This is an optimization exercise on Yosys and OpenROAD, whose aim is small area, not a production implementation.
In this exercise RTL edits were held to simulation tests only and were not proved equivalent to the original.

`design/flow/config.mk`:
```
export PLATFORM = sky130hd
export DESIGN_NAME = sprite_quad_vertex_setup
export DESIGN_NICKNAME = sprite_quad_vertex_setup
export VERILOG_FILES = /design/flow/design.v
export SDC_FILE = /design/flow/constraint.sdc
export NUM_CORES = 4
export LEC_CHECK = 0
export CAP_MARGIN = 20
export CORE_MARGIN = 2
export CORE_UTILIZATION = 65
export CTS_BUF_LIST = sky130_fd_sc_hd__clkbuf_4 sky130_fd_sc_hd__clkbuf_8
export CTS_CLUSTER_SIZE = 25
export PLACE_DENSITY = 0.75
export SLEW_MARGIN = 20
export SYNTH_HIERARCHICAL = 1
export SYNTH_MINIMUM_KEEP_SIZE = 0
```
`design/flow/constraint.sdc`:
```
create_clock -name core_clock -period 11.0 [get_ports {clk}]
set_input_delay 2.2000 -clock core_clock [delete_from_list [all_inputs] [get_ports {clk}]]
set_output_delay 2.2000 -clock core_clock [all_outputs]
set_load 0.01 [all_outputs]
```
`design/flow/design.v`:
```
package sqvs_pkg;
  localparam int unsigned AccW = 50;    
  localparam logic [20:0] PosMax = 21'h0FFFFF;
  localparam logic [20:0] PosMin = 21'h100000;
endpackage
module sqvs_xform (
  input  logic               clk,
  input  logic               p1, p2, p3, p4,
  input  logic               mirror,
  input  logic        [23:0] enc,   
  input  logic signed [31:0] ca,    
  input  logic signed [31:0] cb,    
  input  logic signed [31:0] ct,    
  output logic        [20:0] pos
);
  localparam int unsigned AW = sqvs_pkg::AccW;
  logic [AW-1:0] v_r, w_r, t_sum, s_sum, t_x, t_y;
  logic [23:0]   o_r, o2_r;
  function automatic logic [23:0] pre21(input logic [AW-1:0] x);
    logic ovp, ovn, corr;
    ovp  = ~x[AW-1] & (|x[AW-2:36]);
    ovn  =  x[AW-1] & ~(&x[AW-2:36]);
    corr =  x[AW-1] & (|x[15:0]);
    pre21 = {ovp, ovn, corr, x[36:16]};
  endfunction
  function automatic logic [AW-1:0] bk_add(input logic [AW-1:0] x, input logic [AW-1:0] y);
    logic [63:0] g, p, gg, pp;
    logic [AW-1:0] r;
    g = '0; p = '0;
    g[AW-1:0] = x & y;
    p[AW-1:0] = x ^ y;
    gg = g; pp = p;
    for (int l = 0; l < 6; l++)
      for (int i = 0; i < 64; i++)
        if (((i + 1) % (2 << l)) == 0) begin
          gg[i] = gg[i] | (pp[i] & gg[i - (1 << l)]);
          pp[i] = pp[i] & pp[i - (1 << l)];
        end
    for (int l = 4; l >= 0; l--)
      for (int i = 0; i < 64; i++)
        if (((i + 1) % (2 << l)) == (1 << l) && i >= (2 << l)) begin
          gg[i] = gg[i] | (pp[i] & gg[i - (1 << l)]);
          pp[i] = pp[i] & pp[i - (1 << l)];
        end
    r[0] = p[0];
    for (int i = 1; i < AW; i++) r[i] = p[i] ^ gg[i-1];
    bk_add = r;
  endfunction
  logic        [31:0] mc;
  logic [AW-1:0]      a1, a2;
  logic               cin;
  logic        [32:0] r0, r1, r2, r3, r4, r5, r6, r7;
  function automatic logic [32:0] bpp(input logic [2:0] e, input logic [31:0] m);
    logic [32:0] mag;
    mag = (e[0] ? {m[31], m} : 33'd0) | (e[1] ? {m, 1'b0} : 33'd0);
    bpp = mag ^ {33{e[2]}};
  endfunction
  always_comb begin
    mc  = (p1 | p3) ? ca : cb;
    a1  = p2 ? AW'(ct) : (p3 | p4) ? v_r : '0;
    cin = p3 & mirror;
    a2  = cin ? ~w_r : '0;
    r0 = bpp(enc[2:0], mc);
    r1 = bpp(enc[5:3], mc);
    r2 = bpp(enc[8:6], mc);
    r3 = bpp(enc[11:9], mc);
    r4 = bpp(enc[14:12], mc);
    r5 = bpp(enc[17:15], mc);
    r6 = bpp(enc[20:18], mc);
    r7 = bpp(enc[23:21], mc);
  end
  logic s1, c2, s3, c4, s5, c6, s7, c8, s9, c10, s11, c12, s13, c14, s15, c16;
  logic s17, c18, s19, c20, s21, c22, s23, c24, s25, c26, s27, c28, s29, c30, s31, c32;
  logic s33, c34, s35, c36, s37, c38, s39, c40, s41, c42, s43, c44, s45, c46, s47, c48;
  logic s49, c50, s51, c52, s53, c54, s55, c56, s57, c58, s59, c60, s61, c62, s63, c64;
  logic s65, c66, s67, c68, s69, c70, s71, c72, s73, c74, s75, c76, s77, c78, s79, c80;
  logic s81, c82, s83, c84, s85, c86, s87, c88, s89, c90, s91, c92, s93, c94, s95, c96;
  logic s97, c98, s99, c100, s101, c102, s103, c104, s105, c106, s107, c108, s109, c110, s111, c112;
  logic s113, c114, s115, c116, s117, c118, s119, c120, s121, c122, s123, c124, s125, c126, s127, c128;
  logic s129, c130, s131, c132, s133, c134, s135, c136, s137, c138, s139, c140, s141, c142, s143, c144;
  logic s145, c146, s147, c148, s149, c150, s151, c152, s153, c154, s155, c156, s157, c158, s159, c160;
  logic s161, c162, s163, c164, s165, c166, s167, c168, s169, c170, s171, c172, s173, c174, s175, c176;
  logic s177, c178, s179, c180, s181, c182, s183, c184, s185, c186, s187, c188, s189, c190, s191, c192;
  logic s193, c194, s195, c196, s197, c198, s199, c200, s201, c202, s203, c204, s205, c206, s207, c208;
  logic s209, c210, s211, c212, s213, c214, s215, c216, s217, c218, s219, c220, s221, c222, s223, c224;
  logic s225, c226, s227, c228, s229, c230, s231, c232, s233, c234, s235, c236, s237, c238, s239, c240;
  logic s241, c242, s243, c244, s245, c246, s247, c248, s249, c250, s251, c252, s253, c254, s255, c256;
  logic s257, c258, s259, c260, s261, c262, s263, c264, s265, c266, s267, c268, s269, c270, s271, c272;
  logic s273, c274, s275, c276, s277, c278, s279, c280, s281, c282, s283, c284, s285, c286, s287, c288;
  logic s289, c290, s291, c292, s293, c294, s295, c296, s297, c298, s299, c300, s301, c302, s303, c304;
  logic s305, c306, s307, c308, s309, c310, s311, c312, s313, c314, s315, c316, s317, c318, s319, c320;
  logic s321, c322, s323, c324, s325, c326, s327, c328, s329, c330, s331, c332, s333, c334, s335, c336;
  logic s337, c338, s339, c340, s341, c342, s343, c344, s345, c346, s347, c348, s349, c350, s351, c352;
  logic s353, c354, s355, c356, s357, c358, s359, c360, s361, c362, s363, c364, s365, c366, s367, c368;
  logic s369, c370, s371, c372, s373, c374, s375, c376, s377, c378, s379, c380, s381, c382, s383, c384;
  logic s385, c386, s387, c388, s389, c390, s391, c392, s393, c394, s395, c396, s397, c398, s399, c400;
  logic s401, c402, s403, c404, s405, c406, s407, c408, s409, c410, s411, c412, s413, c414, s415, c416;
  logic s417, c418, s419, c420, s421, c422, s423, c424, s425, c426, s427, c428, s429, c430, s431, c432;
  logic s433, c434, s435, c436, s437, c438, s439, c440, s441, c442, s443, c444, s445, c446, s447, c448;
  logic s449, c450, s451, c452, s453, c454, s455, c456, s457, c458, s459, c460, s461, c462, s463, c464;
  logic s465, c466, s467, c468, s469, c470, s471, c472, s473, c474, s475, c476, s477, c478, s479, c480;
  logic s481, c482, s483, c484, s485, c486, s487, c488, s489, c490, s491, c492, s493, c494, s495, c496;
  logic s497, c498, s499, c500, s501, c502, s503, c504, s505, c506, s507, c508, s509, c510, s511, c512;
  logic s513, c514, s515, c516, s517, c518, s519, c520, s521, c522, s523, c524, s525, c526, s527, c528;
  logic s529, c530, s531, c532, s533, c534, s535, c536, s537, c538, s539, c540, s541, c542, s543, c544;
  logic s545, c546, s547, c548, s549, c550, s551, c552, s553, c554, s555, c556, s557, c558, s559, c560;
  logic s561, c562, s563, c564, s565, c566, s567, c568, s569, c570, s571, c572, s573, c574, s575, c576;
  logic s577, c578, s579, c580, s581, c582, s583, c584, s585, c586, s587, c588, s589, c590, s591, c592;
  logic s593, c594, s595, c596, s597, c598, s599, c600, s601, c602, s603, c604, s605, c606, s607, c608;
  logic s609, c610, s611, c612, s613, c614, s615, c616, s617, c618, s619, c620, s621, c622, s623, c624;
  logic s625, c626, s627, c628, s629, c630, s631, c632, s633, c634, s635, c636, s637, c638, s639, c640;
  logic s641, c642, s643, c644, s645, c646, s647, c648, s649, c650, s651, c652, s653, c654, s655, c656;
  logic s657, c658, s659, c660, s661, c662, s663, c664;
  sqvs_ha u_s1 (.a(r0[12]), .b(r1[10]), .s(s1), .co(c2));
  sqvs_ha u_s3 (.a(r0[13]), .b(r1[11]), .s(s3), .co(c4));
  sqvs_fa u_s5 (.a(r0[14]), .b(r1[12]), .c(r2[10]), .s(s5), .co(c6));
  sqvs_ha u_s7 (.a(r3[8]), .b(r4[6]), .s(s7), .co(c8));
  sqvs_fa u_s9 (.a(r0[15]), .b(r1[13]), .c(r2[11]), .s(s9), .co(c10));
  sqvs_ha u_s11 (.a(r3[9]), .b(r4[7]), .s(s11), .co(c12));
  sqvs_fa u_s13 (.a(r0[16]), .b(r1[14]), .c(r2[12]), .s(s13), .co(c14));
  sqvs_ha u_s15 (.a(r3[10]), .b(r4[8]), .s(s15), .co(c16));
  sqvs_fa u_s17 (.a(r0[17]), .b(r1[15]), .c(r2[13]), .s(s17), .co(c18));
  sqvs_ha u_s19 (.a(r3[11]), .b(r4[9]), .s(s19), .co(c20));
  sqvs_fa u_s21 (.a(r0[18]), .b(r1[16]), .c(r2[14]), .s(s21), .co(c22));
  sqvs_ha u_s23 (.a(r3[12]), .b(r4[10]), .s(s23), .co(c24));
  sqvs_fa u_s25 (.a(r0[19]), .b(r1[17]), .c(r2[15]), .s(s25), .co(c26));
  sqvs_ha u_s27 (.a(r3[13]), .b(r4[11]), .s(s27), .co(c28));
  sqvs_fa u_s29 (.a(r0[20]), .b(r1[18]), .c(r2[16]), .s(s29), .co(c30));
  sqvs_ha u_s31 (.a(r3[14]), .b(r4[12]), .s(s31), .co(c32));
  sqvs_fa u_s33 (.a(r0[21]), .b(r1[19]), .c(r2[17]), .s(s33), .co(c34));
  sqvs_ha u_s35 (.a(r3[15]), .b(r4[13]), .s(s35), .co(c36));
  sqvs_fa u_s37 (.a(r0[22]), .b(r1[20]), .c(r2[18]), .s(s37), .co(c38));
  sqvs_ha u_s39 (.a(r3[16]), .b(r4[14]), .s(s39), .co(c40));
  sqvs_fa u_s41 (.a(r0[23]), .b(r1[21]), .c(r2[19]), .s(s41), .co(c42));
  sqvs_ha u_s43 (.a(r3[17]), .b(r4[15]), .s(s43), .co(c44));
  sqvs_fa u_s45 (.a(r0[24]), .b(r1[22]), .c(r2[20]), .s(s45), .co(c46));
  sqvs_ha u_s47 (.a(r3[18]), .b(r4[16]), .s(s47), .co(c48));
  sqvs_fa u_s49 (.a(r0[25]), .b(r1[23]), .c(r2[21]), .s(s49), .co(c50));
  sqvs_ha u_s51 (.a(r3[19]), .b(r4[17]), .s(s51), .co(c52));
  sqvs_fa u_s53 (.a(r0[26]), .b(r1[24]), .c(r2[22]), .s(s53), .co(c54));
  sqvs_ha u_s55 (.a(r3[20]), .b(r4[18]), .s(s55), .co(c56));
  sqvs_fa u_s57 (.a(r0[27]), .b(r1[25]), .c(r2[23]), .s(s57), .co(c58));
  sqvs_ha u_s59 (.a(r3[21]), .b(r4[19]), .s(s59), .co(c60));
  sqvs_fa u_s61 (.a(r0[28]), .b(r1[26]), .c(r2[24]), .s(s61), .co(c62));
  sqvs_ha u_s63 (.a(r3[22]), .b(r4[20]), .s(s63), .co(c64));
  sqvs_fa u_s65 (.a(r0[29]), .b(r1[27]), .c(r2[25]), .s(s65), .co(c66));
  sqvs_ha u_s67 (.a(r3[23]), .b(r4[21]), .s(s67), .co(c68));
  sqvs_fa u_s69 (.a(r0[30]), .b(r1[28]), .c(r2[26]), .s(s69), .co(c70));
  sqvs_ha u_s71 (.a(r3[24]), .b(r4[22]), .s(s71), .co(c72));
  sqvs_fa u_s73 (.a(r0[31]), .b(r1[29]), .c(r2[27]), .s(s73), .co(c74));
  sqvs_ha u_s75 (.a(r3[25]), .b(r4[23]), .s(s75), .co(c76));
  sqvs_fa u_s77 (.a(r0[32]), .b(r1[30]), .c(r2[28]), .s(s77), .co(c78));
  sqvs_ha u_s79 (.a(r3[26]), .b(r4[24]), .s(s79), .co(c80));
  sqvs_fa u_s81 (.a(~r0[32]), .b(r1[31]), .c(r2[29]), .s(s81), .co(c82));
  sqvs_fa u_s83 (.a(r3[27]), .b(r4[25]), .c(r5[23]), .s(s83), .co(c84));
  sqvs_fa u_s85 (.a(r1[32]), .b(r2[30]), .c(r3[28]), .s(s85), .co(c86));
  sqvs_ha u_s87 (.a(r4[26]), .b(r5[24]), .s(s87), .co(c88));
  sqvs_fa u_s89 (.a(~r1[32]), .b(r2[31]), .c(r3[29]), .s(s89), .co(c90));
  sqvs_ha u_s91 (.a(r2[32]), .b(r3[30]), .s(s91), .co(c92));
  sqvs_ha u_s93 (.a(r0[6]), .b(r1[4]), .s(s93), .co(c94));
  sqvs_ha u_s95 (.a(r0[7]), .b(r1[5]), .s(s95), .co(c96));
  sqvs_fa u_s97 (.a(r0[8]), .b(r1[6]), .c(r2[4]), .s(s97), .co(c98));
  sqvs_ha u_s99 (.a(r3[2]), .b(r4[0]), .s(s99), .co(c100));
  sqvs_fa u_s101 (.a(r0[9]), .b(r1[7]), .c(r2[5]), .s(s101), .co(c102));
  sqvs_ha u_s103 (.a(r3[3]), .b(r4[1]), .s(s103), .co(c104));
  sqvs_fa u_s105 (.a(r0[10]), .b(r1[8]), .c(r2[6]), .s(s105), .co(c106));
  sqvs_fa u_s107 (.a(r3[4]), .b(r4[2]), .c(r5[0]), .s(s107), .co(c108));
  sqvs_ha u_s109 (.a(enc[17]), .b(a1[10]), .s(s109), .co(c110));
  sqvs_fa u_s111 (.a(r0[11]), .b(r1[9]), .c(r2[7]), .s(s111), .co(c112));
  sqvs_fa u_s113 (.a(r3[5]), .b(r4[3]), .c(r5[1]), .s(s113), .co(c114));
  sqvs_ha u_s115 (.a(a1[11]), .b(a2[11]), .s(s115), .co(c116));
  sqvs_fa u_s117 (.a(r2[8]), .b(r3[6]), .c(r4[4]), .s(s117), .co(c118));
  sqvs_fa u_s119 (.a(r5[2]), .b(r6[0]), .c(enc[20]), .s(s119), .co(c120));
  sqvs_fa u_s121 (.a(a1[12]), .b(a2[12]), .c(s1), .s(s121), .co(c122));
  sqvs_fa u_s123 (.a(r2[9]), .b(r3[7]), .c(r4[5]), .s(s123), .co(c124));
  sqvs_fa u_s125 (.a(r5[3]), .b(r6[1]), .c(a1[13]), .s(s125), .co(c126));
  sqvs_fa u_s127 (.a(a2[13]), .b(c2), .c(s3), .s(s127), .co(c128));
  sqvs_fa u_s129 (.a(r5[4]), .b(r6[2]), .c(r7[0]), .s(s129), .co(c130));
  sqvs_fa u_s131 (.a(enc[23]), .b(a1[14]), .c(a2[14]), .s(s131), .co(c132));
  sqvs_fa u_s133 (.a(c4), .b(s5), .c(s7), .s(s133), .co(c134));
  sqvs_fa u_s135 (.a(r5[5]), .b(r6[3]), .c(r7[1]), .s(s135), .co(c136));
  sqvs_fa u_s137 (.a(a1[15]), .b(a2[15]), .c(c6), .s(s137), .co(c138));
  sqvs_fa u_s139 (.a(c8), .b(s9), .c(s11), .s(s139), .co(c140));
  sqvs_fa u_s141 (.a(r5[6]), .b(r6[4]), .c(r7[2]), .s(s141), .co(c142));
  sqvs_fa u_s143 (.a(a1[16]), .b(a2[16]), .c(c10), .s(s143), .co(c144));
  sqvs_fa u_s145 (.a(c12), .b(s13), .c(s15), .s(s145), .co(c146));
  sqvs_fa u_s147 (.a(r5[7]), .b(r6[5]), .c(r7[3]), .s(s147), .co(c148));
  sqvs_fa u_s149 (.a(a1[17]), .b(a2[17]), .c(c14), .s(s149), .co(c150));
  sqvs_fa u_s151 (.a(c16), .b(s17), .c(s19), .s(s151), .co(c152));
  sqvs_fa u_s153 (.a(r5[8]), .b(r6[6]), .c(r7[4]), .s(s153), .co(c154));
  sqvs_fa u_s155 (.a(a1[18]), .b(a2[18]), .c(c18), .s(s155), .co(c156));
  sqvs_fa u_s157 (.a(c20), .b(s21), .c(s23), .s(s157), .co(c158));
  sqvs_fa u_s159 (.a(r5[9]), .b(r6[7]), .c(r7[5]), .s(s159), .co(c160));
  sqvs_fa u_s161 (.a(a1[19]), .b(a2[19]), .c(c22), .s(s161), .co(c162));
  sqvs_fa u_s163 (.a(c24), .b(s25), .c(s27), .s(s163), .co(c164));
  sqvs_fa u_s165 (.a(r5[10]), .b(r6[8]), .c(r7[6]), .s(s165), .co(c166));
  sqvs_fa u_s167 (.a(a1[20]), .b(a2[20]), .c(c26), .s(s167), .co(c168));
  sqvs_fa u_s169 (.a(c28), .b(s29), .c(s31), .s(s169), .co(c170));
  sqvs_fa u_s171 (.a(r5[11]), .b(r6[9]), .c(r7[7]), .s(s171), .co(c172));
  sqvs_fa u_s173 (.a(a1[21]), .b(a2[21]), .c(c30), .s(s173), .co(c174));
  sqvs_fa u_s175 (.a(c32), .b(s33), .c(s35), .s(s175), .co(c176));
  sqvs_fa u_s177 (.a(r5[12]), .b(r6[10]), .c(r7[8]), .s(s177), .co(c178));
  sqvs_fa u_s179 (.a(a1[22]), .b(a2[22]), .c(c34), .s(s179), .co(c180));
  sqvs_fa u_s181 (.a(c36), .b(s37), .c(s39), .s(s181), .co(c182));
  sqvs_fa u_s183 (.a(r5[13]), .b(r6[11]), .c(r7[9]), .s(s183), .co(c184));
  sqvs_fa u_s185 (.a(a1[23]), .b(a2[23]), .c(c38), .s(s185), .co(c186));
  sqvs_fa u_s187 (.a(c40), .b(s41), .c(s43), .s(s187), .co(c188));
  sqvs_fa u_s189 (.a(r5[14]), .b(r6[12]), .c(r7[10]), .s(s189), .co(c190));
  sqvs_fa u_s191 (.a(a1[24]), .b(a2[24]), .c(c42), .s(s191), .co(c192));
  sqvs_fa u_s193 (.a(c44), .b(s45), .c(s47), .s(s193), .co(c194));
  sqvs_fa u_s195 (.a(r5[15]), .b(r6[13]), .c(r7[11]), .s(s195), .co(c196));
  sqvs_fa u_s197 (.a(a1[25]), .b(a2[25]), .c(c46), .s(s197), .co(c198));
  sqvs_fa u_s199 (.a(c48), .b(s49), .c(s51), .s(s199), .co(c200));
  sqvs_fa u_s201 (.a(r5[16]), .b(r6[14]), .c(r7[12]), .s(s201), .co(c202));
  sqvs_fa u_s203 (.a(a1[26]), .b(a2[26]), .c(c50), .s(s203), .co(c204));
  sqvs_fa u_s205 (.a(c52), .b(s53), .c(s55), .s(s205), .co(c206));
  sqvs_fa u_s207 (.a(r5[17]), .b(r6[15]), .c(r7[13]), .s(s207), .co(c208));
  sqvs_fa u_s209 (.a(a1[27]), .b(a2[27]), .c(c54), .s(s209), .co(c210));
  sqvs_fa u_s211 (.a(c56), .b(s57), .c(s59), .s(s211), .co(c212));
  sqvs_fa u_s213 (.a(r5[18]), .b(r6[16]), .c(r7[14]), .s(s213), .co(c214));
  sqvs_fa u_s215 (.a(a1[28]), .b(a2[28]), .c(c58), .s(s215), .co(c216));
  sqvs_fa u_s217 (.a(c60), .b(s61), .c(s63), .s(s217), .co(c218));
  sqvs_fa u_s219 (.a(r5[19]), .b(r6[17]), .c(r7[15]), .s(s219), .co(c220));
  sqvs_fa u_s221 (.a(a1[29]), .b(a2[29]), .c(c62), .s(s221), .co(c222));
  sqvs_fa u_s223 (.a(c64), .b(s65), .c(s67), .s(s223), .co(c224));
  sqvs_fa u_s225 (.a(r5[20]), .b(r6[18]), .c(r7[16]), .s(s225), .co(c226));
  sqvs_fa u_s227 (.a(a1[30]), .b(a2[30]), .c(c66), .s(s227), .co(c228));
  sqvs_fa u_s229 (.a(c68), .b(s69), .c(s71), .s(s229), .co(c230));
  sqvs_fa u_s231 (.a(r5[21]), .b(r6[19]), .c(r7[17]), .s(s231), .co(c232));
  sqvs_fa u_s233 (.a(a1[31]), .b(a2[31]), .c(c70), .s(s233), .co(c234));
  sqvs_fa u_s235 (.a(c72), .b(s73), .c(s75), .s(s235), .co(c236));
  sqvs_fa u_s237 (.a(r5[22]), .b(r6[20]), .c(r7[18]), .s(s237), .co(c238));
  sqvs_fa u_s239 (.a(a1[32]), .b(a2[32]), .c(c74), .s(s239), .co(c240));
  sqvs_fa u_s241 (.a(c76), .b(s77), .c(s79), .s(s241), .co(c242));
  sqvs_fa u_s243 (.a(r6[21]), .b(r7[19]), .c(a1[33]), .s(s243), .co(c244));
  sqvs_fa u_s245 (.a(a2[33]), .b(1'b1), .c(c78), .s(s245), .co(c246));
  sqvs_fa u_s247 (.a(c80), .b(s81), .c(s83), .s(s247), .co(c248));
  sqvs_fa u_s249 (.a(r6[22]), .b(r7[20]), .c(a1[34]), .s(s249), .co(c250));
  sqvs_fa u_s251 (.a(a2[34]), .b(1'b1), .c(c82), .s(s251), .co(c252));
  sqvs_fa u_s253 (.a(c84), .b(s85), .c(s87), .s(s253), .co(c254));
  sqvs_fa u_s255 (.a(r4[27]), .b(r5[25]), .c(r6[23]), .s(s255), .co(c256));
  sqvs_fa u_s257 (.a(r7[21]), .b(a1[35]), .c(a2[35]), .s(s257), .co(c258));
  sqvs_fa u_s259 (.a(c86), .b(c88), .c(s89), .s(s259), .co(c260));
  sqvs_fa u_s261 (.a(r4[28]), .b(r5[26]), .c(r6[24]), .s(s261), .co(c262));
  sqvs_fa u_s263 (.a(r7[22]), .b(a1[36]), .c(a2[36]), .s(s263), .co(c264));
  sqvs_fa u_s265 (.a(1'b1), .b(c90), .c(s91), .s(s265), .co(c266));
  sqvs_fa u_s267 (.a(~r2[32]), .b(r3[31]), .c(r4[29]), .s(s267), .co(c268));
  sqvs_fa u_s269 (.a(r5[27]), .b(r6[25]), .c(r7[23]), .s(s269), .co(c270));
  sqvs_fa u_s271 (.a(a1[37]), .b(a2[37]), .c(c92), .s(s271), .co(c272));
  sqvs_fa u_s273 (.a(r3[32]), .b(r4[30]), .c(r5[28]), .s(s273), .co(c274));
  sqvs_fa u_s275 (.a(r6[26]), .b(r7[24]), .c(a1[38]), .s(s275), .co(c276));
  sqvs_ha u_s277 (.a(a2[38]), .b(1'b1), .s(s277), .co(c278));
  sqvs_fa u_s279 (.a(~r3[32]), .b(r4[31]), .c(r5[29]), .s(s279), .co(c280));
  sqvs_fa u_s281 (.a(r6[27]), .b(r7[25]), .c(a1[39]), .s(s281), .co(c282));
  sqvs_fa u_s283 (.a(r4[32]), .b(r5[30]), .c(r6[28]), .s(s283), .co(c284));
  sqvs_ha u_s285 (.a(r7[26]), .b(a1[40]), .s(s285), .co(c286));
  sqvs_fa u_s287 (.a(~r4[32]), .b(r5[31]), .c(r6[29]), .s(s287), .co(c288));
  sqvs_ha u_s289 (.a(r5[32]), .b(r6[30]), .s(s289), .co(c290));
  sqvs_ha u_s291 (.a(r0[0]), .b(enc[2]), .s(s291), .co(c292));
  sqvs_ha u_s293 (.a(r0[2]), .b(r1[0]), .s(s293), .co(c294));
  sqvs_ha u_s295 (.a(r0[3]), .b(r1[1]), .s(s295), .co(c296));
  sqvs_fa u_s297 (.a(r0[4]), .b(r1[2]), .c(r2[0]), .s(s297), .co(c298));
  sqvs_ha u_s299 (.a(enc[8]), .b(a1[4]), .s(s299), .co(c300));
  sqvs_fa u_s301 (.a(r0[5]), .b(r1[3]), .c(r2[1]), .s(s301), .co(c302));
  sqvs_ha u_s303 (.a(a1[5]), .b(a2[5]), .s(s303), .co(c304));
  sqvs_fa u_s305 (.a(r2[2]), .b(r3[0]), .c(enc[11]), .s(s305), .co(c306));
  sqvs_fa u_s307 (.a(a1[6]), .b(a2[6]), .c(s93), .s(s307), .co(c308));
  sqvs_fa u_s309 (.a(r2[3]), .b(r3[1]), .c(a1[7]), .s(s309), .co(c310));
  sqvs_fa u_s311 (.a(a2[7]), .b(c94), .c(s95), .s(s311), .co(c312));
  sqvs_fa u_s313 (.a(enc[14]), .b(a1[8]), .c(a2[8]), .s(s313), .co(c314));
  sqvs_fa u_s315 (.a(c96), .b(s97), .c(s99), .s(s315), .co(c316));
  sqvs_fa u_s317 (.a(a1[9]), .b(a2[9]), .c(c98), .s(s317), .co(c318));
  sqvs_fa u_s319 (.a(c100), .b(s101), .c(s103), .s(s319), .co(c320));
  sqvs_fa u_s321 (.a(a2[10]), .b(c102), .c(c104), .s(s321), .co(c322));
  sqvs_fa u_s323 (.a(s105), .b(s107), .c(s109), .s(s323), .co(c324));
  sqvs_fa u_s325 (.a(c106), .b(c108), .c(c110), .s(s325), .co(c326));
  sqvs_fa u_s327 (.a(s111), .b(s113), .c(s115), .s(s327), .co(c328));
  sqvs_fa u_s329 (.a(c112), .b(c114), .c(c116), .s(s329), .co(c330));
  sqvs_fa u_s331 (.a(s117), .b(s119), .c(s121), .s(s331), .co(c332));
  sqvs_fa u_s333 (.a(c118), .b(c120), .c(c122), .s(s333), .co(c334));
  sqvs_fa u_s335 (.a(s123), .b(s125), .c(s127), .s(s335), .co(c336));
  sqvs_fa u_s337 (.a(c124), .b(c126), .c(c128), .s(s337), .co(c338));
  sqvs_fa u_s339 (.a(s129), .b(s131), .c(s133), .s(s339), .co(c340));
  sqvs_fa u_s341 (.a(c130), .b(c132), .c(c134), .s(s341), .co(c342));
  sqvs_fa u_s343 (.a(s135), .b(s137), .c(s139), .s(s343), .co(c344));
  sqvs_fa u_s345 (.a(c136), .b(c138), .c(c140), .s(s345), .co(c346));
  sqvs_fa u_s347 (.a(s141), .b(s143), .c(s145), .s(s347), .co(c348));
  sqvs_fa u_s349 (.a(c142), .b(c144), .c(c146), .s(s349), .co(c350));
  sqvs_fa u_s351 (.a(s147), .b(s149), .c(s151), .s(s351), .co(c352));
  sqvs_fa u_s353 (.a(c148), .b(c150), .c(c152), .s(s353), .co(c354));
  sqvs_fa u_s355 (.a(s153), .b(s155), .c(s157), .s(s355), .co(c356));
  sqvs_fa u_s357 (.a(c154), .b(c156), .c(c158), .s(s357), .co(c358));
  sqvs_fa u_s359 (.a(s159), .b(s161), .c(s163), .s(s359), .co(c360));
  sqvs_fa u_s361 (.a(c160), .b(c162), .c(c164), .s(s361), .co(c362));
  sqvs_fa u_s363 (.a(s165), .b(s167), .c(s169), .s(s363), .co(c364));
  sqvs_fa u_s365 (.a(c166), .b(c168), .c(c170), .s(s365), .co(c366));
  sqvs_fa u_s367 (.a(s171), .b(s173), .c(s175), .s(s367), .co(c368));
  sqvs_fa u_s369 (.a(c172), .b(c174), .c(c176), .s(s369), .co(c370));
  sqvs_fa u_s371 (.a(s177), .b(s179), .c(s181), .s(s371), .co(c372));
  sqvs_fa u_s373 (.a(c178), .b(c180), .c(c182), .s(s373), .co(c374));
  sqvs_fa u_s375 (.a(s183), .b(s185), .c(s187), .s(s375), .co(c376));
  sqvs_fa u_s377 (.a(c184), .b(c186), .c(c188), .s(s377), .co(c378));
  sqvs_fa u_s379 (.a(s189), .b(s191), .c(s193), .s(s379), .co(c380));
  sqvs_fa u_s381 (.a(c190), .b(c192), .c(c194), .s(s381), .co(c382));
  sqvs_fa u_s383 (.a(s195), .b(s197), .c(s199), .s(s383), .co(c384));
  sqvs_fa u_s385 (.a(c196), .b(c198), .c(c200), .s(s385), .co(c386));
  sqvs_fa u_s387 (.a(s201), .b(s203), .c(s205), .s(s387), .co(c388));
  sqvs_fa u_s389 (.a(c202), .b(c204), .c(c206), .s(s389), .co(c390));
  sqvs_fa u_s391 (.a(s207), .b(s209), .c(s211), .s(s391), .co(c392));
  sqvs_fa u_s393 (.a(c208), .b(c210), .c(c212), .s(s393), .co(c394));
  sqvs_fa u_s395 (.a(s213), .b(s215), .c(s217), .s(s395), .co(c396));
  sqvs_fa u_s397 (.a(c214), .b(c216), .c(c218), .s(s397), .co(c398));
  sqvs_fa u_s399 (.a(s219), .b(s221), .c(s223), .s(s399), .co(c400));
  sqvs_fa u_s401 (.a(c220), .b(c222), .c(c224), .s(s401), .co(c402));
  sqvs_fa u_s403 (.a(s225), .b(s227), .c(s229), .s(s403), .co(c404));
  sqvs_fa u_s405 (.a(c226), .b(c228), .c(c230), .s(s405), .co(c406));
  sqvs_fa u_s407 (.a(s231), .b(s233), .c(s235), .s(s407), .co(c408));
  sqvs_fa u_s409 (.a(c232), .b(c234), .c(c236), .s(s409), .co(c410));
  sqvs_fa u_s411 (.a(s237), .b(s239), .c(s241), .s(s411), .co(c412));
  sqvs_fa u_s413 (.a(c238), .b(c240), .c(c242), .s(s413), .co(c414));
  sqvs_fa u_s415 (.a(s243), .b(s245), .c(s247), .s(s415), .co(c416));
  sqvs_fa u_s417 (.a(c244), .b(c246), .c(c248), .s(s417), .co(c418));
  sqvs_fa u_s419 (.a(s249), .b(s251), .c(s253), .s(s419), .co(c420));
  sqvs_fa u_s421 (.a(c250), .b(c252), .c(c254), .s(s421), .co(c422));
  sqvs_fa u_s423 (.a(s255), .b(s257), .c(s259), .s(s423), .co(c424));
  sqvs_fa u_s425 (.a(c256), .b(c258), .c(c260), .s(s425), .co(c426));
  sqvs_fa u_s427 (.a(s261), .b(s263), .c(s265), .s(s427), .co(c428));
  sqvs_fa u_s429 (.a(c262), .b(c264), .c(c266), .s(s429), .co(c430));
  sqvs_fa u_s431 (.a(s267), .b(s269), .c(s271), .s(s431), .co(c432));
  sqvs_fa u_s433 (.a(c268), .b(c270), .c(c272), .s(s433), .co(c434));
  sqvs_fa u_s435 (.a(s273), .b(s275), .c(s277), .s(s435), .co(c436));
  sqvs_fa u_s437 (.a(a2[39]), .b(c274), .c(c276), .s(s437), .co(c438));
  sqvs_fa u_s439 (.a(c278), .b(s279), .c(s281), .s(s439), .co(c440));
  sqvs_fa u_s441 (.a(a2[40]), .b(1'b1), .c(c280), .s(s441), .co(c442));
  sqvs_fa u_s443 (.a(c282), .b(s283), .c(s285), .s(s443), .co(c444));
  sqvs_fa u_s445 (.a(r7[27]), .b(a1[41]), .c(a2[41]), .s(s445), .co(c446));
  sqvs_fa u_s447 (.a(c284), .b(c286), .c(s287), .s(s447), .co(c448));
  sqvs_fa u_s449 (.a(r7[28]), .b(a1[42]), .c(a2[42]), .s(s449), .co(c450));
  sqvs_fa u_s451 (.a(1'b1), .b(c288), .c(s289), .s(s451), .co(c452));
  sqvs_fa u_s453 (.a(~r5[32]), .b(r6[31]), .c(r7[29]), .s(s453), .co(c454));
  sqvs_fa u_s455 (.a(a1[43]), .b(a2[43]), .c(c290), .s(s455), .co(c456));
  sqvs_fa u_s457 (.a(r6[32]), .b(r7[30]), .c(a1[44]), .s(s457), .co(c458));
  sqvs_ha u_s459 (.a(a2[44]), .b(1'b1), .s(s459), .co(c460));
  sqvs_fa u_s461 (.a(~r6[32]), .b(r7[31]), .c(a1[45]), .s(s461), .co(c462));
  sqvs_ha u_s463 (.a(r7[32]), .b(a1[46]), .s(s463), .co(c464));
  sqvs_ha u_s465 (.a(a1[0]), .b(a2[0]), .s(s465), .co(c466));
  sqvs_fa u_s467 (.a(r0[1]), .b(a1[1]), .c(a2[1]), .s(s467), .co(c468));
  sqvs_fa u_s469 (.a(enc[5]), .b(a1[2]), .c(a2[2]), .s(s469), .co(c470));
  sqvs_fa u_s471 (.a(a1[3]), .b(a2[3]), .c(c294), .s(s471), .co(c472));
  sqvs_fa u_s473 (.a(a2[4]), .b(c296), .c(s297), .s(s473), .co(c474));
  sqvs_fa u_s475 (.a(c298), .b(c300), .c(s301), .s(s475), .co(c476));
  sqvs_fa u_s477 (.a(c302), .b(c304), .c(s305), .s(s477), .co(c478));
  sqvs_fa u_s479 (.a(c306), .b(c308), .c(s309), .s(s479), .co(c480));
  sqvs_fa u_s481 (.a(c310), .b(c312), .c(s313), .s(s481), .co(c482));
  sqvs_fa u_s483 (.a(c314), .b(c316), .c(s317), .s(s483), .co(c484));
  sqvs_fa u_s485 (.a(c318), .b(c320), .c(s321), .s(s485), .co(c486));
  sqvs_fa u_s487 (.a(c322), .b(c324), .c(s325), .s(s487), .co(c488));
  sqvs_fa u_s489 (.a(c326), .b(c328), .c(s329), .s(s489), .co(c490));
  sqvs_fa u_s491 (.a(c330), .b(c332), .c(s333), .s(s491), .co(c492));
  sqvs_fa u_s493 (.a(c334), .b(c336), .c(s337), .s(s493), .co(c494));
  sqvs_fa u_s495 (.a(c338), .b(c340), .c(s341), .s(s495), .co(c496));
  sqvs_fa u_s497 (.a(c342), .b(c344), .c(s345), .s(s497), .co(c498));
  sqvs_fa u_s499 (.a(c346), .b(c348), .c(s349), .s(s499), .co(c500));
  sqvs_fa u_s501 (.a(c350), .b(c352), .c(s353), .s(s501), .co(c502));
  sqvs_fa u_s503 (.a(c354), .b(c356), .c(s357), .s(s503), .co(c504));
  sqvs_fa u_s505 (.a(c358), .b(c360), .c(s361), .s(s505), .co(c506));
  sqvs_fa u_s507 (.a(c362), .b(c364), .c(s365), .s(s507), .co(c508));
  sqvs_fa u_s509 (.a(c366), .b(c368), .c(s369), .s(s509), .co(c510));
  sqvs_fa u_s511 (.a(c370), .b(c372), .c(s373), .s(s511), .co(c512));
  sqvs_fa u_s513 (.a(c374), .b(c376), .c(s377), .s(s513), .co(c514));
  sqvs_fa u_s515 (.a(c378), .b(c380), .c(s381), .s(s515), .co(c516));
  sqvs_fa u_s517 (.a(c382), .b(c384), .c(s385), .s(s517), .co(c518));
  sqvs_fa u_s519 (.a(c386), .b(c388), .c(s389), .s(s519), .co(c520));
  sqvs_fa u_s521 (.a(c390), .b(c392), .c(s393), .s(s521), .co(c522));
  sqvs_fa u_s523 (.a(c394), .b(c396), .c(s397), .s(s523), .co(c524));
  sqvs_fa u_s525 (.a(c398), .b(c400), .c(s401), .s(s525), .co(c526));
  sqvs_fa u_s527 (.a(c402), .b(c404), .c(s405), .s(s527), .co(c528));
  sqvs_fa u_s529 (.a(c406), .b(c408), .c(s409), .s(s529), .co(c530));
  sqvs_fa u_s531 (.a(c410), .b(c412), .c(s413), .s(s531), .co(c532));
  sqvs_fa u_s533 (.a(c414), .b(c416), .c(s417), .s(s533), .co(c534));
  sqvs_fa u_s535 (.a(c418), .b(c420), .c(s421), .s(s535), .co(c536));
  sqvs_fa u_s537 (.a(c422), .b(c424), .c(s425), .s(s537), .co(c538));
  sqvs_fa u_s539 (.a(c426), .b(c428), .c(s429), .s(s539), .co(c540));
  sqvs_fa u_s541 (.a(c430), .b(c432), .c(s433), .s(s541), .co(c542));
  sqvs_fa u_s543 (.a(c434), .b(c436), .c(s437), .s(s543), .co(c544));
  sqvs_fa u_s545 (.a(c438), .b(c440), .c(s441), .s(s545), .co(c546));
  sqvs_fa u_s547 (.a(c442), .b(c444), .c(s445), .s(s547), .co(c548));
  sqvs_fa u_s549 (.a(c446), .b(c448), .c(s449), .s(s549), .co(c550));
  sqvs_fa u_s551 (.a(c450), .b(c452), .c(s453), .s(s551), .co(c552));
  sqvs_fa u_s553 (.a(c454), .b(c456), .c(s457), .s(s553), .co(c554));
  sqvs_fa u_s555 (.a(a2[45]), .b(c458), .c(c460), .s(s555), .co(c556));
  sqvs_fa u_s557 (.a(a2[46]), .b(1'b1), .c(c462), .s(s557), .co(c558));
  sqvs_fa u_s559 (.a(~r7[32]), .b(a1[47]), .c(a2[47]), .s(s559), .co(c560));
  sqvs_ha u_s561 (.a(a1[48]), .b(a2[48]), .s(s561), .co(c562));
  sqvs_ha u_s563 (.a(a1[49]), .b(a2[49]), .s(s563), .co(c564));
  sqvs_ha u_s565 (.a(cin), .b(s291), .s(s565), .co(c566));
  sqvs_fa u_s567 (.a(c292), .b(c466), .c(s467), .s(s567), .co(c568));
  sqvs_fa u_s569 (.a(s293), .b(c468), .c(s469), .s(s569), .co(c570));
  sqvs_fa u_s571 (.a(s295), .b(c470), .c(s471), .s(s571), .co(c572));
  sqvs_fa u_s573 (.a(s299), .b(c472), .c(s473), .s(s573), .co(c574));
  sqvs_fa u_s575 (.a(s303), .b(c474), .c(s475), .s(s575), .co(c576));
  sqvs_fa u_s577 (.a(s307), .b(c476), .c(s477), .s(s577), .co(c578));
  sqvs_fa u_s579 (.a(s311), .b(c478), .c(s479), .s(s579), .co(c580));
  sqvs_fa u_s581 (.a(s315), .b(c480), .c(s481), .s(s581), .co(c582));
  sqvs_fa u_s583 (.a(s319), .b(c482), .c(s483), .s(s583), .co(c584));
  sqvs_fa u_s585 (.a(s323), .b(c484), .c(s485), .s(s585), .co(c586));
  sqvs_fa u_s587 (.a(s327), .b(c486), .c(s487), .s(s587), .co(c588));
  sqvs_fa u_s589 (.a(s331), .b(c488), .c(s489), .s(s589), .co(c590));
  sqvs_fa u_s591 (.a(s335), .b(c490), .c(s491), .s(s591), .co(c592));
  sqvs_fa u_s593 (.a(s339), .b(c492), .c(s493), .s(s593), .co(c594));
  sqvs_fa u_s595 (.a(s343), .b(c494), .c(s495), .s(s595), .co(c596));
  sqvs_fa u_s597 (.a(s347), .b(c496), .c(s497), .s(s597), .co(c598));
  sqvs_fa u_s599 (.a(s351), .b(c498), .c(s499), .s(s599), .co(c600));
  sqvs_fa u_s601 (.a(s355), .b(c500), .c(s501), .s(s601), .co(c602));
  sqvs_fa u_s603 (.a(s359), .b(c502), .c(s503), .s(s603), .co(c604));
  sqvs_fa u_s605 (.a(s363), .b(c504), .c(s505), .s(s605), .co(c606));
  sqvs_fa u_s607 (.a(s367), .b(c506), .c(s507), .s(s607), .co(c608));
  sqvs_fa u_s609 (.a(s371), .b(c508), .c(s509), .s(s609), .co(c610));
  sqvs_fa u_s611 (.a(s375), .b(c510), .c(s511), .s(s611), .co(c612));
  sqvs_fa u_s613 (.a(s379), .b(c512), .c(s513), .s(s613), .co(c614));
  sqvs_fa u_s615 (.a(s383), .b(c514), .c(s515), .s(s615), .co(c616));
  sqvs_fa u_s617 (.a(s387), .b(c516), .c(s517), .s(s617), .co(c618));
  sqvs_fa u_s619 (.a(s391), .b(c518), .c(s519), .s(s619), .co(c620));
  sqvs_fa u_s621 (.a(s395), .b(c520), .c(s521), .s(s621), .co(c622));
  sqvs_fa u_s623 (.a(s399), .b(c522), .c(s523), .s(s623), .co(c624));
  sqvs_fa u_s625 (.a(s403), .b(c524), .c(s525), .s(s625), .co(c626));
  sqvs_fa u_s627 (.a(s407), .b(c526), .c(s527), .s(s627), .co(c628));
  sqvs_fa u_s629 (.a(s411), .b(c528), .c(s529), .s(s629), .co(c630));
  sqvs_fa u_s631 (.a(s415), .b(c530), .c(s531), .s(s631), .co(c632));
  sqvs_fa u_s633 (.a(s419), .b(c532), .c(s533), .s(s633), .co(c634));
  sqvs_fa u_s635 (.a(s423), .b(c534), .c(s535), .s(s635), .co(c636));
  sqvs_fa u_s637 (.a(s427), .b(c536), .c(s537), .s(s637), .co(c638));
  sqvs_fa u_s639 (.a(s431), .b(c538), .c(s539), .s(s639), .co(c640));
  sqvs_fa u_s641 (.a(s435), .b(c540), .c(s541), .s(s641), .co(c642));
  sqvs_fa u_s643 (.a(s439), .b(c542), .c(s543), .s(s643), .co(c644));
  sqvs_fa u_s645 (.a(s443), .b(c544), .c(s545), .s(s645), .co(c646));
  sqvs_fa u_s647 (.a(s447), .b(c546), .c(s547), .s(s647), .co(c648));
  sqvs_fa u_s649 (.a(s451), .b(c548), .c(s549), .s(s649), .co(c650));
  sqvs_fa u_s651 (.a(s455), .b(c550), .c(s551), .s(s651), .co(c652));
  sqvs_fa u_s653 (.a(s459), .b(c552), .c(s553), .s(s653), .co(c654));
  sqvs_fa u_s655 (.a(s461), .b(c554), .c(s555), .s(s655), .co(c656));
  sqvs_fa u_s657 (.a(s463), .b(c556), .c(s557), .s(s657), .co(c658));
  sqvs_fa u_s659 (.a(c464), .b(c558), .c(s559), .s(s659), .co(c660));
  sqvs_fa u_s661 (.a(1'b1), .b(c560), .c(s561), .s(s661), .co(c662));
  sqvs_fa u_s663 (.a(1'b1), .b(c562), .c(s563), .s(s663), .co(c664));
  assign t_x = {c662, c660, c658, c656, c654, c652, c650, c648, c646, c644, c642, c640, c638, c636, c634, c632, c630, c628, c626, c624, c622, c620, c618, c616, c614, c612, c610, c608, c606, c604, c602, c600, c598, c596, c594, c592, c590, c588, c586, c584, c582, c580, c578, c576, c574, c572, c570, c568, c566, s465};
  assign t_y = {s663, s661, s659, s657, s655, s653, s651, s649, s647, s645, s643, s641, s639, s637, s635, s633, s631, s629, s627, s625, s623, s621, s619, s617, s615, s613, s611, s609, s607, s605, s603, s601, s599, s597, s595, s593, s591, s589, s587, s585, s583, s581, s579, s577, s575, s573, s571, s569, s567, s565};
  always_comb begin
    t_sum = bk_add(t_x, t_y);
    s_sum = bk_add(v_r, w_r);
  end
  always_ff @(posedge clk) begin
    v_r <= t_sum;
    if (p1) w_r <= t_sum;
    o_r  <= p3 ? pre21(t_sum) : p4 ? pre21(s_sum) : o2_r;
    o2_r <= p4 ? pre21(t_sum) : pre21(s_sum);
  end
  always_comb begin
    if (o_r[23])      pos = sqvs_pkg::PosMax;
    else if (o_r[22]) pos = sqvs_pkg::PosMin;
    else              pos = o_r[20:0] + 21'(o_r[21]);
  end
endmodule
module sqvs_fa (input logic a, b, c, output logic s, co);
  assign s  = a ^ b ^ c;
  assign co = (a & b) | (c & (a ^ b));
endmodule
module sqvs_ha (input logic a, b, output logic s, co);
  assign s  = a ^ b;
  assign co = a & b;
endmodule
module sqvs_div (
  input  logic        clk,
  input  logic        start,      
  input  logic [12:0] r0,         
  input  logic        b1,         
  input  logic [12:0] d,          
  output logic [16:0] q           
);
  logic [12:0] r_r;
  logic [13:0] q_r;
  function automatic logic [13:0] step(input logic [12:0] r, input logic b, input logic [12:0] dd);
    logic [13:0] t;
    t = {r, b};
    if (t >= {1'b0, dd}) step = {1'b1, 13'(t - {1'b0, dd})};
    else                 step = {1'b0, t[12:0]};
  endfunction
  logic [13:0] s1, s2, s3, s4, s5;
  logic [12:0] r4;
  always_comb begin
    s1 = step(r_r, 1'b0, d);
    s2 = step(s1[12:0], 1'b0, d);
    s3 = step(s2[12:0], 1'b0, d);
    s5 = step(r0, b1, d);
    r4 = start ? s5[12:0] : s3[12:0];
    s4 = step(r4, start, d);
    q  = {q_r, s1[13], s2[13], s3[13]};
  end
  always_ff @(posedge clk) begin
    r_r <= s4[12:0];
    q_r <= {q_r[9:0], s1[13], s2[13], start ? s5[13] : s3[13], s4[13]};
  end
endmodule
module sprite_quad_vertex_setup (
  input  logic               clk,
  input  logic               rst_n,
  input  logic               start,
  output logic               busy,
  input  logic               in_func,
  input  logic [11:0]        in_src_x,
  input  logic [11:0]        in_src_y,
  input  logic [12:0]        in_src_w,
  input  logic [12:0]        in_src_h,
  input  logic signed [15:0] in_dst_x,
  input  logic signed [15:0] in_dst_y,
  input  logic signed [15:0] in_dst_w,
  input  logic signed [15:0] in_dst_h,
  input  logic [31:0]        in_color_rgba,
  input  logic               cfg_valid,
  output logic               cfg_ready,
  input  logic [2:0]         cfg_index,
  input  logic [31:0]        cfg_data,
  output logic               out_strobe,
  output logic [1:0]         out_corner,
  output logic signed [20:0] out_screen_x,
  output logic signed [20:0] out_screen_y,
  output logic signed [17:0] out_tex_s,
  output logic signed [17:0] out_tex_t,
  output logic [7:0]         out_red,
  output logic [7:0]         out_green,
  output logic [7:0]         out_blue,
  output logic [7:0]         out_alpha,
  output logic               out_last
);
  logic signed [31:0] mat_xx_r, mat_xy_r, mat_yx_r, mat_yy_r, trans_x_r, trans_y_r;
  logic [12:0]        atlas_w_r, atlas_h_r;
  logic [12:0]        cfg_atlas;
  assign cfg_ready = 1'b1;
  assign cfg_atlas = (cfg_data[12:0] == 13'd0) ? 13'd1 : cfg_data[12:0];
  logic [7:0]  cfg_we;
  logic [31:0] cd_z, cd_m;      
  logic [12:0] cd_a;            
  always_comb begin
    for (int i = 0; i < 8; i++) cfg_we[i] = ~rst_n | (cfg_valid & (cfg_index == 3'(i)));
    cd_z = rst_n ? cfg_data : 32'd0;
    cd_m = rst_n ? cfg_data : 32'd65536;
    cd_a = rst_n ? cfg_atlas : 13'd1024;
  end
  always_ff @(posedge clk) begin
    if (cfg_we[0]) mat_xx_r  <= cd_m;
    if (cfg_we[1]) mat_xy_r  <= cd_z;
    if (cfg_we[2]) mat_yx_r  <= cd_z;
    if (cfg_we[3]) mat_yy_r  <= cd_m;
    if (cfg_we[4]) trans_x_r <= cd_z;
    if (cfg_we[5]) trans_y_r <= cd_z;
    if (cfg_we[6]) atlas_w_r <= cd_a;
    if (cfg_we[7]) atlas_h_r <= cd_a;
  end
  logic       accept;
  logic [8:1] p;
  assign busy   = p[1] | p[2] | p[3];
  assign accept = start & ~busy;
  always_ff @(posedge clk) begin
    if (!rst_n) p <= '0;
    else        p <= {p[7:1], accept};
  end
  logic               mir_r;
  logic signed [15:0] opq1_r, opq2_r, opq3_r, opq4_r;
  logic        [23:0] enc_r;
  logic [31:0]        col_r, col_o;
  logic [3:0]         sat_r;
  logic [1:0]         neg_r;
  logic [13:0] us, ut;
  logic        neg_s, neg_t;
  logic [13:0] vs, vt;
  logic [12:0] r0_sl, r0_sr, r0_tt, r0_tb;
  assign us    = 14'(in_src_x) + 14'(in_src_w);
  assign ut    = 14'(in_src_y) + 14'(in_src_h);
  assign neg_s = (us == 14'd0);
  assign neg_t = (ut == 14'd0);
  assign vs    = neg_s ? 14'd0 : us - 14'd1;
  assign vt    = neg_t ? 14'd0 : ut - 14'd1;
  assign r0_sl = 13'(in_src_x[11:1]);
  assign r0_tt = 13'(in_src_y[11:1]);
  assign r0_sr = vs[13:1];
  assign r0_tb = vt[13:1];
  logic [7:0] pm_in, pm;
  assign pm_in = p[1] ? col_r[31:24] : p[2] ? col_r[23:16] : col_r[15:8];
  assign pm    = 8'((16'(pm_in) * 16'(col_r[7:0])) >> 8);
  always_ff @(posedge clk) begin
    if (accept) begin
      mir_r <= in_func;
      sat_r <= {r0_sl >= atlas_w_r, r0_sr >= atlas_w_r, r0_tt >= atlas_h_r, r0_tb >= atlas_h_r};
      neg_r <= {neg_s, neg_t};
    end
    if (accept)    col_r        <= in_color_rgba;
    else if (p[1]) col_r[31:24] <= pm;
    else if (p[2]) col_r[23:16] <= pm;
    else if (p[3]) col_r[15:8]  <= pm;
  end
  function automatic logic [23:0] booth_enc(input logic [15:0] x, input logic flip);
    for (int i = 0; i < 8; i++) begin
      logic xm, x0, x1;
      xm = (i == 0) ? 1'b0 : x[2*i-1];
      x0 = x[2*i];
      x1 = x[2*i+1];
      booth_enc[3*i]   = x0 ^ xm;
      booth_enc[3*i+1] = (x1 & ~x0 & ~xm) | (~x1 & x0 & xm);
      booth_enc[3*i+2] = x1 ^ flip;
    end
  endfunction
  always_ff @(posedge clk) begin
    enc_r  <= booth_enc(opq1_r, p[1] & mir_r);
    opq1_r <= accept ? in_dst_w : opq2_r;
    opq2_r <= accept ? in_dst_y : opq3_r;
    opq3_r <= accept ? in_dst_x : opq4_r;
    opq4_r <= in_dst_h;
  end
  logic [16:0] q_sl, q_sr, q_tt, q_tb;
  sqvs_div u_div_sl (.clk, .start(accept), .r0(r0_sl), .b1(in_src_x[0]), .d(atlas_w_r), .q(q_sl));
  sqvs_div u_div_sr (.clk, .start(accept), .r0(r0_sr), .b1(vs[0]),       .d(atlas_w_r), .q(q_sr));
  sqvs_div u_div_tt (.clk, .start(accept), .r0(r0_tt), .b1(in_src_y[0]), .d(atlas_h_r), .q(q_tt));
  sqvs_div u_div_tb (.clk, .start(accept), .r0(r0_tb), .b1(vt[0]),       .d(atlas_h_r), .q(q_tb));
  logic [16:0] h_sl, h_sr, h_tt, h_tb;
  logic [1:0]  hneg;
  always_ff @(posedge clk) begin
    if (p[4]) begin
      h_sl  <= q_sl | {17{sat_r[3]}};
      h_sr  <= q_sr | {17{sat_r[2]}};
      h_tt  <= q_tt | {17{sat_r[1]}};
      h_tb  <= q_tb | {17{sat_r[0]}};
      hneg  <= neg_r;
      col_o <= col_r;
    end
  end
  logic [20:0] pos_x, pos_y;
  sqvs_xform u_xf_x (.clk, .p1(p[2]), .p2(p[3]), .p3(p[4]), .p4(p[5]), .mirror(mir_r),
                     .enc(enc_r),
                     .ca(mat_xx_r), .cb(mat_yx_r), .ct(trans_x_r), .pos(pos_x));
  sqvs_xform u_xf_y (.clk, .p1(p[2]), .p2(p[3]), .p3(p[4]), .p4(p[5]), .mirror(mir_r),
                     .enc(enc_r),
                     .ca(mat_xy_r), .cb(mat_yy_r), .ct(trans_y_r), .pos(pos_y));
  logic k0, k1;
  logic [17:0] s_sel, t_sel;
  logic        s_neg, t_neg;
  assign k0 = p[6] | p[8];
  assign k1 = p[7] | p[8];
  assign s_sel = {1'b0, k0 ? h_sr : h_sl};
  assign s_neg = k0 & hneg[1];
  assign t_sel = {1'b0, k1 ? h_tt : h_tb};
  assign t_neg = ~k1 & hneg[0];
  assign out_strobe   = p[5] | p[6] | p[7] | p[8];
  assign out_corner   = {k1, k0};
  assign out_last     = p[8];
  assign out_screen_x = pos_x;
  assign out_screen_y = pos_y;
  assign out_tex_s    = s_neg ? -s_sel : s_sel;
  assign out_tex_t    = t_neg ? -t_sel : t_sel;
  assign out_red      = col_o[31:24];
  assign out_green    = col_o[23:16];
  assign out_blue     = col_o[15:8];
  assign out_alpha    = col_o[7:0];
endmodule
```
`design/flow/flow/run.sh`:
```
#!/bin/bash
# The standard layout (standard.sh), with one change: the port buffers that
# global placement adds to every input and output are buf_1 cells instead of the
# default delay buffer. The full make output goes to layout.log in the work folder.
set -euo pipefail
bash standard.sh "BUFFER_PORTS_ARGS=-buffer_cell sky130_fd_sc_hd__buf_1" finish > layout.log 2>&1
```
`design/flow/standard.sh`:
```
#!/bin/bash
# synth_recipe.tcl (not shown) runs the flow's synth.tcl, then flattens the netlist and writes it again
# the make line also repeats each setting of config.mk as NAME=value (left out here)
make -C /OpenROAD-flow-scripts/flow DESIGN_CONFIG=/design/flow/config.mk WORK_HOME=/design/flow/orfs CLKGATE_MAP_FILE= SYNTH_SCRIPT=/design/flow/synth_recipe.tcl "${@:-finish}"
```
==> results_dict.tcl, run 1 <==
set metrics [dict create \
    cts_buffer_depth 3 \
    yosys_warnings 9 \
    holdWs_ps 330.3 \
    place_hpwl_um 173300 \
    yosys.area.top_type "fa_1" \
    overflow 0 \
    clk_latency_ps 940 \
    synth_area_leaders "fa_1 18%, edfxtp_1 17%, dfxtp_1 9.9%" \
    syn_area_mm2 0.08054 \
    post-route-period-util_pct 93.81 \
    firstDrtPassIters 7 \
    first_iter_violations 6542 \
    path_class "reg2reg" \
    synth_seq_cells 859 \
    routed_wl_um 234900 \
    slowest_delay_ps 670 \
    setup-tns-final_ps 0 \
    vias 64025 \
    rsz0062_at_grt "false" \
    path_delay_family "compound AO/OA/AOI/OAI gates" \
    mostFrequentLayoutCells "747 x xnor2_1, 727 x fa_1, 639 x ha_1, 594 x nand2_1, 505 x a22oi_1" \
    die_h_um 356.0 \
    cp.arrival_ps 11100 \
    area_growth_pct 7.369 \
    core_area_mm2 0.1233 \
    synth_edf_count 459 \
    route.detailed.drc 0 \
    synth_flop_cell "edfxtp_1" \
    synth_top_area_share_pct 18.07 \
    slowest_stage "a41o_1" \
    io_buffers 300 \
    dieArea_mm2 0.1267 \
    clkTransAtPathRegs_ps 60 \
    cts_buffers 152 \
    nNetsFinal 9619 \
    worst-path-buf-inv 3 \
    synthArstFlopShare_pct 0 \
    clock-sinks 859 \
    status "no timing/DRC/antenna violations" \
    ys_seq_area_share_pct 27.05 \
    die_w_um 356.0 \
    row_count 129 \
    drtAntennaViolNets 0 \
    wire_per_inst_um 23.89 \
    hp-class "reg2reg" \
    grt_pass1_wl_um 361600 \
    cts.hold.buffers_added 0 \
    viasPerCell 6.511 \
    place.gp.congestion 0.9645 \
    worstMarginPinSlew_ps 1158 \
    finalHoldViolCount 0 \
    startpoint_type "flip-flop" \
    worstSetupEndpointType "flip-flop" \
    required_ps 11780 \
    ios 302 \
    fin_crit_ps 10320 \
    yosysUniqueCellTypes 93 \
    first_global_vias 64599 \
    grt.total_usage_pct 36.70 \
    path_max_fanout 23 \
    slew-limit-headroom_pct 22.80 \
    htreeDepth 4 \
    syn_area_per_cell_um2 10.20 \
    netlist_instances 7894 \
    antenna_found_initial 5 \
    fin_worst_skew_ps 51.32 \
    setup_viol 0 \
    maxCapViolCount 0 \
    fmax_mhz 96.91 \
    cts_root_buffer "clkbuf_8" \
    drive_gt1_share_pct 9.119 \
    drv_slew 0 \
    final_common_cell "xnor2_1" \
    utilization_pct 70.13 \
    cts_tree "yes" \
    grt_max_degree 157 \
    initial_core_util_pct 65.32 \
]
synth_stat cells (all sizes together) (86+ instances only):
cell,count
dfxtp,400
nor3,86
a21o,150
edfxtp,459
mux2i,136
o21ai,302
nand2,597
nor2b,101
clkbuf,288
inv,427
fa,727
xnor2,747
xor2,198
buf,105
a22oi,505
a21oi,312
nor2,459
mux2,185
ha,639
kinds of logic (layout without fill, tap and decap cells):
family                   Yosys count  in the layout  share of synthesized area [%]
AO/OA/AOI/OAI                   1737           1737                          15.14
XOR/XNOR                         945            945                          10.28
adder cells (fa/ha/maj)         1366           1366                          28.00
buffers and inverters            822           1093                          4.044
flip-flops                       859            859                          27.05
multiplexers                     321            321                          4.407
other                              4             35                        0.01864
AND/OR/NAND/NOR                 1840           1840                          11.07
repair_timing:
item                       4_1_cts  5_1_grt
setup buffers                    0        0
hold endpoints to repair         0        0
resized for setup                0        2
setup endpoints to repair        0       22
Yosys stat by module, one instance, submodules excluded:
| module | cells inside | flip-flops and latches |
|---|---|---|
| sprite_quad_vertex_setup | 1734 | 455 |
| sqvs_div | 518 | 27 |
| sqvs_ha | 1 | 0 |
| sqvs_fa | 1 | 0 |
| sqvs_xform | 1712 | 148 |
worst paths after layout:
kind	startpoint	end	slack, ps	cells past startpoint
min	u_div_sl.q_r[3]	u_div_sl.q_r[7]	330	0
max	atlas_w_r[7]	u_div_sl.r_r[10]	680	38
min reg2reg	u_div_sl.q_r[3]	u_div_sl.q_r[7]	330	0
max reg2reg	atlas_w_r[7]	u_div_sl.r_r[10]	680	38
per-layer routing:
layer  global-route usage, %  vias up  share of wire, %
li1                        -    28258                 -
met1                   48.72    31319                40
met2                   57.46     3669                45
met3                   8.328      779                10
met4                   16.73        0               4.7
met5                  0.2264        -                 0
state kept, by name, indices dropped and copies added, names as in the netlist, 17 cells and up:
signal and flops:
col_o 32, col_r 32, enc_r 24, h_sl 17, h_sr 17, h_tb 17, h_tt 17, mat_xx_r 32
mat_xy_r 32, mat_yx_r 32, mat_yy_r 32, trans_x_r 32, trans_y_r 32, u_xf_x.o2_r 24, u_xf_x.o_r 24, u_xf_x.v_r 50
u_xf_x.w_r 50, u_xf_y.o2_r 24, u_xf_y.o_r 24, u_xf_y.v_r 50, u_xf_y.w_r 50
through the flow:
| stage | area, um2 | setup WS [ps] | instances |
|---|---|---|---|
| floorplan | 80650 | 1409 | 7921 |
| CTS | 86410 | 837.7 | 9827 |
| detailed placement | 83050 | 769.6 | 9548 |
| global route | 86470 | 17.43 | 9830 |
| finish | 86480 | 681.1 | 9833 |
| global placement | 83020 | 993.3 | 9547 |
layout make-up:
class,instances,area [um2]
fill,9360,36830
multi-input combinational,6240,55730
tap,1637,2048
sequential,859,21850
antenna,4,10.01
timing repair buffer,385,1863
inverter,429,1615
clock inverter,59,621.8
clock buffer,220,2734
==> inputs of run 2 (changes only) <==
--- a/design/flow/design.v
+++ b/design/flow/design.v
@@ -621,12 +621,12 @@
   sqvs_div u_div_sr (.clk, .start(accept), .r0(r0_sr), .b1(vs[0]),       .d(atlas_w_r), .q(q_sr));
   sqvs_div u_div_tt (.clk, .start(accept), .r0(r0_tt), .b1(in_src_y[0]), .d(atlas_h_r), .q(q_tt));
   sqvs_div u_div_tb (.clk, .start(accept), .r0(r0_tb), .b1(vt[0]),       .d(atlas_h_r), .q(q_tb));
-  logic [16:0] h_sl, h_sr, h_tt, h_tb;
+  logic [16:0] h_s0, h_s1, h_tt, h_tb;
   logic [1:0]  hneg;
   always_ff @(posedge clk) begin
+    h_s0 <= p[4] ? (q_sl | {17{sat_r[3]}}) : h_s1;
+    h_s1 <= p[4] ? (q_sr | {17{sat_r[2]}}) : h_s0;
     if (p[4]) begin
-      h_sl  <= q_sl | {17{sat_r[3]}};
-      h_sr  <= q_sr | {17{sat_r[2]}};
       h_tt  <= q_tt | {17{sat_r[1]}};
       h_tb  <= q_tb | {17{sat_r[0]}};
       hneg  <= neg_r;
@@ -645,7 +645,7 @@
   logic        s_neg, t_neg;
   assign k0 = p[6] | p[8];
   assign k1 = p[7] | p[8];
-  assign s_sel = {1'b0, k0 ? h_sr : h_sl};
+  assign s_sel = {1'b0, h_s0};
   assign s_neg = k0 & hneg[1];
   assign t_sel = {1'b0, k1 ? h_tt : h_tb};
   assign t_neg = ~k1 & hneg[0];
--- a/design/flow/config.mk
+++ b/design/flow/config.mk
@@ -8,8 +8,6 @@
 export CAP_MARGIN = 20
 export CORE_MARGIN = 2
 export CORE_UTILIZATION = 65
-export CTS_BUF_LIST = sky130_fd_sc_hd__clkbuf_4 sky130_fd_sc_hd__clkbuf_8
-export CTS_CLUSTER_SIZE = 25
 export PLACE_DENSITY = 0.75
 export SLEW_MARGIN = 20
 export SYNTH_HIERARCHICAL = 1
==> run 2 against run 1 <==
Still clean on timing, DRC and antenna. Utilization increased by 0.39 points. Die area decreased by 0.91%. Worst setup slack got worse by 120 ps. Routed wire length grew 4.6%. Global-route usage increased by 1.9 points. Flip-flop and latch count stayed put. Clock skew fell by 25 ps. Non-clock buffer count grew 41. Critical endpoint is now u_div_sr.r_r[7].
==> results_dict.tcl, run 2 <==
set metrics [dict create \
    path_max_fanout 20 \
    die_h_um 354.4 \
    syn_area_per_cell_um2 10.17 \
    synthArstFlopShare_pct 0 \
    place.gp.congestion 0.9756 \
    grtUsageMet3_pct 8.175 \
    ios 302 \
    netlist_instances 7845 \
    yosys.area.top_type "fa_1" \
    status "no timing/DRC/antenna violations" \
    wire_per_inst_um 25.31 \
    place_hpwl_um 182300 \
    slowest_delay_ps 660 \
    htreeDepth 3 \
    row_count 128 \
    cts_buffers 95 \
    antenna_found_initial 12 \
    slowest_stage "a2111o_2" \
    startpoint_type "flip-flop" \
    yosys_warnings 9 \
    worst-path-buf-inv 3 \
    first_iter_violations 6723 \
    drtAntennaViolNets 0 \
    fin_worst_skew_ps 26.53 \
    synth_area_leaders "fa_1 18%, edfxtp_1 16%, dfxtp_1 11%" \
    firstDrtPassIters 7 \
    vias 63977 \
    maxCapViolCount 0 \
    syn_area_mm2 0.07980 \
    setup_ws_ps 564.2 \
    cts_buffer_depth 3 \
    initial_core_util_pct 65.48 \
    grt.busiest_layer "met2" \
    place_ws_ps 306.9 \
    drive_gt1_share_pct 7.869 \
    grt.total_usage_pct 38.57 \
    finalHoldViolCount 0 \
    overflow 0 \
    post-route-period-util_pct 94.87 \
    utilization_pct 70.53 \
    place_area_mm2 0.08254 \
    final_area_mm2 0.08595 \
    routed_wl_um 245700 \
    synth_top_area_share_pct 18.24 \
    hp-class "reg2reg" \
    die_w_um 354.4 \
    slew-limit-headroom_pct 20.31 \
    cts_tree "yes" \
    synth_flop_cell "dfxtp_1" \
    synth_edf_count 425 \
    area_growth_pct 7.711 \
    final_common_cell "fa_1" \
    io_buffers 300 \
    setup_viol 0 \
    synth.most_common_cell "fa_1" \
    core_area_mm2 0.1219 \
    viasPerCell 6.590 \
    path_delay_family "compound AO/OA/AOI/OAI gates" \
    cp.arrival_ps 11040 \
    dieArea_mm2 0.1256 \
    route.detailed.drc 0 \
    clk_latency_ps 740 \
    grt_max_degree 71 \
]
run 2: cell types whose count changed after synthesis, sizes merged, moves of 26 or more:
cell	before	now
nand2	597	568
mux2i	136	83
and3	50	24
clkbuf	288	349
buf	105	50
nor3	86	117
edfxtp	459	425
o22a	0	33
dfxtp	400	434
o21ai	302	229
a21o	150	193
run 2: cells by family (layout without fill, tap and decap cells):
group / after synthesis / count (layout) / share of synthesized area [%]
compound gates: 1841 / 1841 / 16.27
simple gates: 1777 / 1777 / 10.79
fa+ha+maj: 1366 / 1366 / 28.26
xor+xnor: 921 / 921 / 10.11
flops: 859 / 859 / 26.88
buf+inv: 813 / 1019 / 3.924
mux: 264 / 264 / 3.746
other cells: 4 / 36 / 0.01881
run 2: final timing paths:
path | startpoint | to | slack, ps | cells after the start
worst min register to register | u_div_tb.q_r[7] | u_div_tb.q_r[11] | 340 | 0
worst min-delay path | u_div_tb.q_r[7] | u_div_tb.q_r[11] | 340 | 0
worst max register to register | atlas_w_r[11] | u_div_sr.r_r[7] | 560 | 36
worst max-delay path | atlas_w_r[11] | u_div_sr.r_r[7] | 560 | 36
run 2: what timing repair did:
action | 4_1_cts | 5_1_grt
setup endpoints to repair | 0 | 56
hold endpoints to repair | 0 | 0
resized for setup | 0 | 18
buffers inserted | 0 | 10
run 2: area by class of cell:
cell class / instances / area (um2) / area share (%)
Multi-Input combinational cell: 6204 / 55520 / 64.60
Sequential cell: 859 / 21520 / 25.03
Clock buffer: 122 / 2655 / 3.089
Timing Repair Buffer: 426 / 2113 / 2.459
Tap cell: 1625 / 2033 / 2.365
Inverter: 414 / 1560 / 1.815
Clock inverter: 57 / 551.8 / 0.6419
Antenna cell: 1 / 2.502 / 0.002911
run 2: stage by stage:
step | hold WS [ps] | TNS, ps
final | 341.4 | 0
after global routing | 355.2 | -136.8
after CTS | 345.5 | 0
after detailed placement | 332.2 | 0
after global placement | 327.8 | 0
after floorplan | 323.1 | 0
run 2: per-module statistics from Yosys (local to each module, per instance):
module                    cells  flops+latches  copies in the design
sprite_quad_vertex_setup   1669            455                     1
sqvs_xform                 1708            148                     2
sqvs_div                    524             27                     4
sqvs_fa                       1              0                   578
sqvs_ha                       1              0                    86
run 2: worst reg2reg max path: cells and delay by family, from the launching register on:
kind,cells,cell delay (ps)
buf+inv,3,660
flops,1,480
simple gates,5,990
compound gates,22,5970
fa+ha+maj,4,1490
mux,2,720
run 2: metal layers:
layer  vias to the layer above  part of all wire (%)
li1                      28248                     -
met1                     31438                    40
met2                      3584                    46
met3                       703                   9.8
met4                         4                   4.5
met5                         -                0.0085

port drivers added, routing unchanged:
The results above use ideal ports. As a check the final layouts listed here were re-extracted and re-timed, cells and wires unchanged. Step 1 assumes that a clkbuf_16 drives the clock port and a buf_2 every other input. Step 2 also shifts input and output timing later by t, the mid clock arrival at the registers, as if the neighbouring blocks saw the same clock. Three values: ideal ports, drivers, drivers and shift; two values: the first two.
| run | t (ns) | slack for setup (ns) | worst hold slack (ns) | clock arrival spread, ns | worst slew at a driven data input, ns |
|---|---|---|---|---|---|
| run 1 | 1.001 | 0.681 / 0.681 / 0.647 | 0.330 / 0.330 / 0.330 | 0.057 / 0.056 | 0.08 |
| run 2 | 0.805 | 0.564 / 0.564 / 0.342 | 0.341 / 0.341 / 0.341 | 0.028 / 0.028 | 0.08 |
After both steps every run listed still meets setup and hold. For run 2, which loses most, drivers alone change the setup slack by 0.000 ns; drivers and shift together by -0.222 ns.
